Context: an optimization exercise on an open-source flow, tuned for small area and a short achievable clock period. The choices shown serve that exercise and are no tape-out recipe. The RTL was checked by simulation tests, not by an equivalence proof against the original design. No activity file was given, so power comes from the tool's default toggle rates.

**design/flow/config.mk**
```make
export PLATFORM = sky130hd
export DESIGN_NAME = neuron_mac
export DESIGN_NICKNAME = neuron_mac
export VERILOG_FILES = /design/flow/design.v
export SDC_FILE = /design/flow/constraint.sdc
export NUM_CORES = 4
export LEC_CHECK = 0
export CAP_MARGIN = 20
export CORE_MARGIN = 2
export CORE_UTILIZATION = 40
export SLEW_MARGIN = 20
```
**design/flow/constraint.sdc**
```tcl
create_clock -name core_clock -period 11.0 [get_ports {clk}]
set_input_delay 2.2000 -clock core_clock [delete_from_list [all_inputs] [get_ports {clk}]]
set_output_delay 2.2000 -clock core_clock [all_outputs]
set_load 0.01 [all_outputs]
```
**design/flow/design.v**
```verilog
module neuron_mac #(
    parameter int BITS       = 32,
    parameter int NUM_INPUTS = 3,
    parameter int W_BITS     = 16,
    parameter int B_BITS     = 32
) (
    input  logic                     clk,
    input  logic                     rst,
    input  logic                     start,
    input  logic                     in_valid,
    output logic                     in_ready,
    input  logic signed [BITS-1:0]   x_in,
    input  logic                     w_we,
    input  logic [7:0]               w_addr,
    input  logic signed [W_BITS-1:0] w_data,
    input  logic                     bias_we,
    input  logic signed [B_BITS-1:0] bias_data,
    output logic [BITS+24:0]         mult_sum_out,
    output logic [31:0]              counter,
    output logic                     out_valid
);
    localparam int OW = BITS + 25;
    localparam int PW = BITS + W_BITS;
    localparam int AW = NUM_INPUTS > 1 ? $clog2(NUM_INPUTS) : 1;
    typedef enum logic [1:0] {IDLE, ACC, BIAS, DONE} state_t;
    state_t                    state_q, state_d;
    logic [OW-1:0]             acc_q, acc_d, sum_q, sum_d;
    logic [31:0]               cnt_q, cnt_d;
    logic signed [W_BITS-1:0]  w_q [NUM_INPUTS];
    logic signed [B_BITS-1:0]  bias_q;
    logic signed [W_BITS-1:0]  w_sel;
    logic signed [PW-1:0]      prod;
    logic                      idle;
    assign idle         = state_q == IDLE;
    assign in_ready     = state_q == ACC;
    assign out_valid    = state_q == DONE;
    assign mult_sum_out = sum_q;
    assign counter      = cnt_q;
    assign w_sel        = cnt_q < 32'(NUM_INPUTS) ? w_q[cnt_q[AW-1:0]] : '0;
    assign prod         = x_in * w_sel;
    always_comb begin
        state_d = state_q;
        acc_d   = acc_q;
        cnt_d   = cnt_q;
        sum_d   = sum_q;
        unique case (state_q)
            IDLE: if (start) begin
                state_d = ACC;
                acc_d   = '0;
                cnt_d   = '0;
            end
            ACC: if (in_valid) begin
                acc_d   = acc_q + {{(OW-PW){prod[PW-1]}}, prod};
                cnt_d   = cnt_q + 32'd1;
                state_d = cnt_q == 32'(NUM_INPUTS - 1) ? BIAS : ACC;
            end
            BIAS: begin
                sum_d   = acc_q + {{(OW-B_BITS){bias_q[B_BITS-1]}}, bias_q};
                state_d = DONE;
            end
            default: state_d = IDLE;
        endcase
    end
    always_ff @(posedge clk or posedge rst) begin
        if (rst) begin
            state_q <= IDLE;
            acc_q   <= '0;
            sum_q   <= '0;
            cnt_q   <= '0;
        end else begin
            state_q <= state_d;
            acc_q   <= acc_d;
            sum_q   <= sum_d;
            cnt_q   <= cnt_d;
        end
    end
    always_ff @(posedge clk or posedge rst) begin
        if (rst) begin
            bias_q <= '0;
            for (int i = 0; i < NUM_INPUTS; i++) w_q[i] <= '0;
        end else if (idle) begin
            if (bias_we) bias_q <= bias_data;
            for (int i = 0; i < NUM_INPUTS; i++)
                if (w_we && w_addr == 8'(i)) w_q[i] <= w_data;
        end
    end
endmodule
```
**design/flow/run.sh**
```bash
#!/bin/bash
# synth_recipe.tcl (not shown) runs the flow's synth.tcl, then flattens the netlist and writes it again
# the make line also repeats each setting of config.mk as NAME=value (left out here)
make -C /OpenROAD-flow-scripts/flow DESIGN_CONFIG=/design/flow/config.mk WORK_HOME=/design/flow/orfs CLKGATE_MAP_FILE= SYNTH_SCRIPT=/design/flow/synth_recipe.tcl finish
```
==> summary.txt <==
==> synthesized netlist by cell type (76+ instances only) <==
master / number
a21oi_1: 185
and2_1: 204
clkbuf_1: 151
dfrtp_1: 228
fa_1: 488
ha_1: 232
inv_1: 627
mux2_2: 80
nand2_1: 515
nor2_1: 186
o21ai_0: 169
xnor2_1: 88
xor2_1: 76
==> per-stage QoR <==
step           hold slack (ps)  area [µm²]  cells  setup TNS [ps]   util
6_report                   471       38800   5155               0  0.472
5_1_grt                    495       38800   5155               0  0.472
4_1_cts                    474       38700   5154               0  0.471
3_5_place_dp               459       37800   5109            -486  0.460
3_3_place_gp               456       37800   5109            -208  0.460
2_1_floorplan              480       33300   3792               0      -
==> layout make-up <==
class                      instances  share of cell area
sequential                       228               0.147
multi-input combinational       2774               0.638
inverter                         627              0.0609
tap                             1070              0.0345
clock inverter                    16             0.00645
timing repair buffer             410              0.0963
clock buffer                      29              0.0168
antenna                            1           0.0000645
==> state kept, by name, summed over array words and instances, names as in the netlist <==
name and flops:
acc_q 57, w_q 48, sum_q 57, cnt_q 32
state_q 2, bias_q 32
==> power by group <==
group	leakage, nW	internal, mW	total [mW]	switching (mW)
Clock	0.437	0.568	0.952	0.384
Combinational	15.7	1.37	3.22	1.84
Sequential	3.01	1.09	1.33	0.236
Total	19.1	3.03	5.49	2.46
==> worst paths after layout <==
kind,from,endpoint,slack [ps],cells past startpoint
max reg2reg,cnt_q[0],acc_q[56],660,38
max in group asynchronous,rst,w_q[0][7],7680,3
min in group asynchronous,rst,sum_q[54],2110,2
max,x_in[7],acc_q[56],470,36
min,sum_q[47],sum_q[47],470,2
min reg2reg,sum_q[47],sum_q[47],470,2
==> worst register-to-register path: cells and delay by family, from the launching register on <==
kind,cells,cell delay (ps)
AND/OR/NAND/NOR,6,1110
AO/OA/AOI/OAI,17,3550
adder cells (fa/ha/maj),9,4310
XOR/XNOR,1,290
buffers and inverters,5,590
flip-flops,1,380
==> per-layer routing <==
layer | GRT usage | share of wire
met1 | 0.271 | 0.42
met2 | 0.379 | 0.51
met3 | 0.0294 | 0.043
met4 | 0.0514 | 0.026
met5 | 0 | 0.00012
==> kinds of logic (layout without fill, tap and decap cells) <==
family          after synthesis  count (layout)  share of synthesized area
simple gates               1152            1152                      0.162
buf+inv                     790            1082                     0.0893
fa+ha+maj                   720             720                      0.381
compound gates              648             648                      0.123
flops                       228             228                      0.171
xor+xnor                    165             165                     0.0439
mux                          89              89                     0.0298
other cells                   0               1                          0
==> repair_timing <==
action | in CTS | in global routing
setup buffers | 0 | 0
hold endpoints to repair | 0 | 0
gates resized for setup | 0 | 16
setup endpoints to repair | 0 | 7
==> flow_summary.ini <==
[status]
outcome = complete, no violations

[drt]
drtIter0Drc = 1417
routedWlPerCell_um = 17.5
drt-total-wl_um = 90300
vias = 26800
avgViaCountPerCell = 5.20
detail_route.drc_violations = 0
drtPass1Iterations = 5
ant_nets = 0

[cells_and_area]
nets = 4880
final_cell_mix = inv_1, nand2_1, fa_1
mostFrequentLayoutCell = inv_1
area_growth_syn_to_layout_pct = 16.5
fill_cells = 8009
regArea_um2 = 5710
drive_above_1_share = 0.0984
multi_input_area_um2 = 24700

[timing]
maxSlewViolCount = 0
period_needed_ps = 10530
max_freq_mhz = 94.9
worst_pin_slew_ps = 1140
fin_ws_ps = 466
skew_ps = 27.2
max_slew_margin = 0.238
setup_viol = 0
hold_viol_final = 0
post-route-period-util = 0.958
grt_setup_unrepaired = no

[pwr]
p_total_mw = 5.49
leakage_nw = 19.1
vdd_drop_max_uv = 177
p_per_area_nw_per_um2 = 142

[clocking]
cts_tree = built
clk_pin_slew_ps = 60
ctsHtreeMaxLevel = 1
clkLatencyLatePin_ps = 570
clkSinkCount = 228
clockBufferDepth = 3
ctsHoldBuffers = 0
cts_root_buffer = clkbuf_16
cts_buffers = 25

[floorplanning]
pin_count = 185
rows = 105
dieWidth_um = 293
start_util = 0.405
die_y_um = 293
coreArea_um2 = 82200
die_area_um2 = 85600

[logic_synthesis]
synth-async-reset-ratio = 1.00
netlist_area_um2 = 33300
yosys.area.top_type = fa_1
synth-seq-area-share = 0.171
syn_area_per_cell_um2 = 8.78
syn_nets = 4606
syn_inst = 3792
synthTopCellsByArea = fa_1, dfrtp_1, ha_1
ys.flop_type = dfrtp_1
yosysWarnings = 2
synth_top_area_frac = 0.293
synth.distinct_cells = 73
synth_edf_count = 0
ys_seq_elements = 228

[place]
dp_slack_ps = -136
post-dp-hpwl_um = 74000
portBuffers = 184
gp_congestion = 0.917

[global_route]
grt_util_all_layers = 0.212
grt_pass1_vias = 27600
antenna_found_initial = 2
grt_max_degree = 137
grt_pass1_wl_um = 146000
grt-ovfl-total = 0

[worst_setup_path]
endpoint_kind = register
crit_fanout = 5
critPathKind = in -> reg
worstPathArrival_ps = 10970
cp.required_ps = 11430
crit_buf_inv = 7
path_common_cell = fa_1
crit_path_max_incr_delay_ps = 510
startpoint_type = primary input
path_delay_family = adder cells
worst_path_max_delay_cell = fa_1

[flow_run]
cap_viol_max_count = 0

[hold_path]
min_path_type = reg -> reg

[separate check: timing with driven ports]
How much do the figures lean on ideal ports? The routed layout below was timed once more, with nothing changed but the port constraints.
Step 1 (the two cells are an assumption about what drives the block):
set clk [get_ports {clk}]
set_driving_cell -lib_cell sky130_fd_sc_hd__clkbuf_16 $clk
set_driving_cell -lib_cell sky130_fd_sc_hd__buf_2 [delete_from_list [all_inputs] $clk]
Step 2 adds t to the input delays and takes it off the output delays; t is the mean of the earliest and latest rising clock arrival at the registers after step 1. Input paths then give back, and output paths get back, about the clock's delay inside the block.
a / b / c = ideal ports / drivers / drivers and shift; a / b = the first two.
t, ns: 0.612
slack for setup (ns): 0.466 / 0.500 / -0.112
latest minus earliest clock arrival (ns): 0.027 / 0.028
slew at the worst register clock pin (ns): 0.08 / 0.08
worst slew at a driven data input, ns: 0.12
With both steps, setup timing fails in this run, where it was met with ideal ports. For this run, drivers alone change the setup slack by +0.034 ns; drivers and shift together by -0.578 ns.
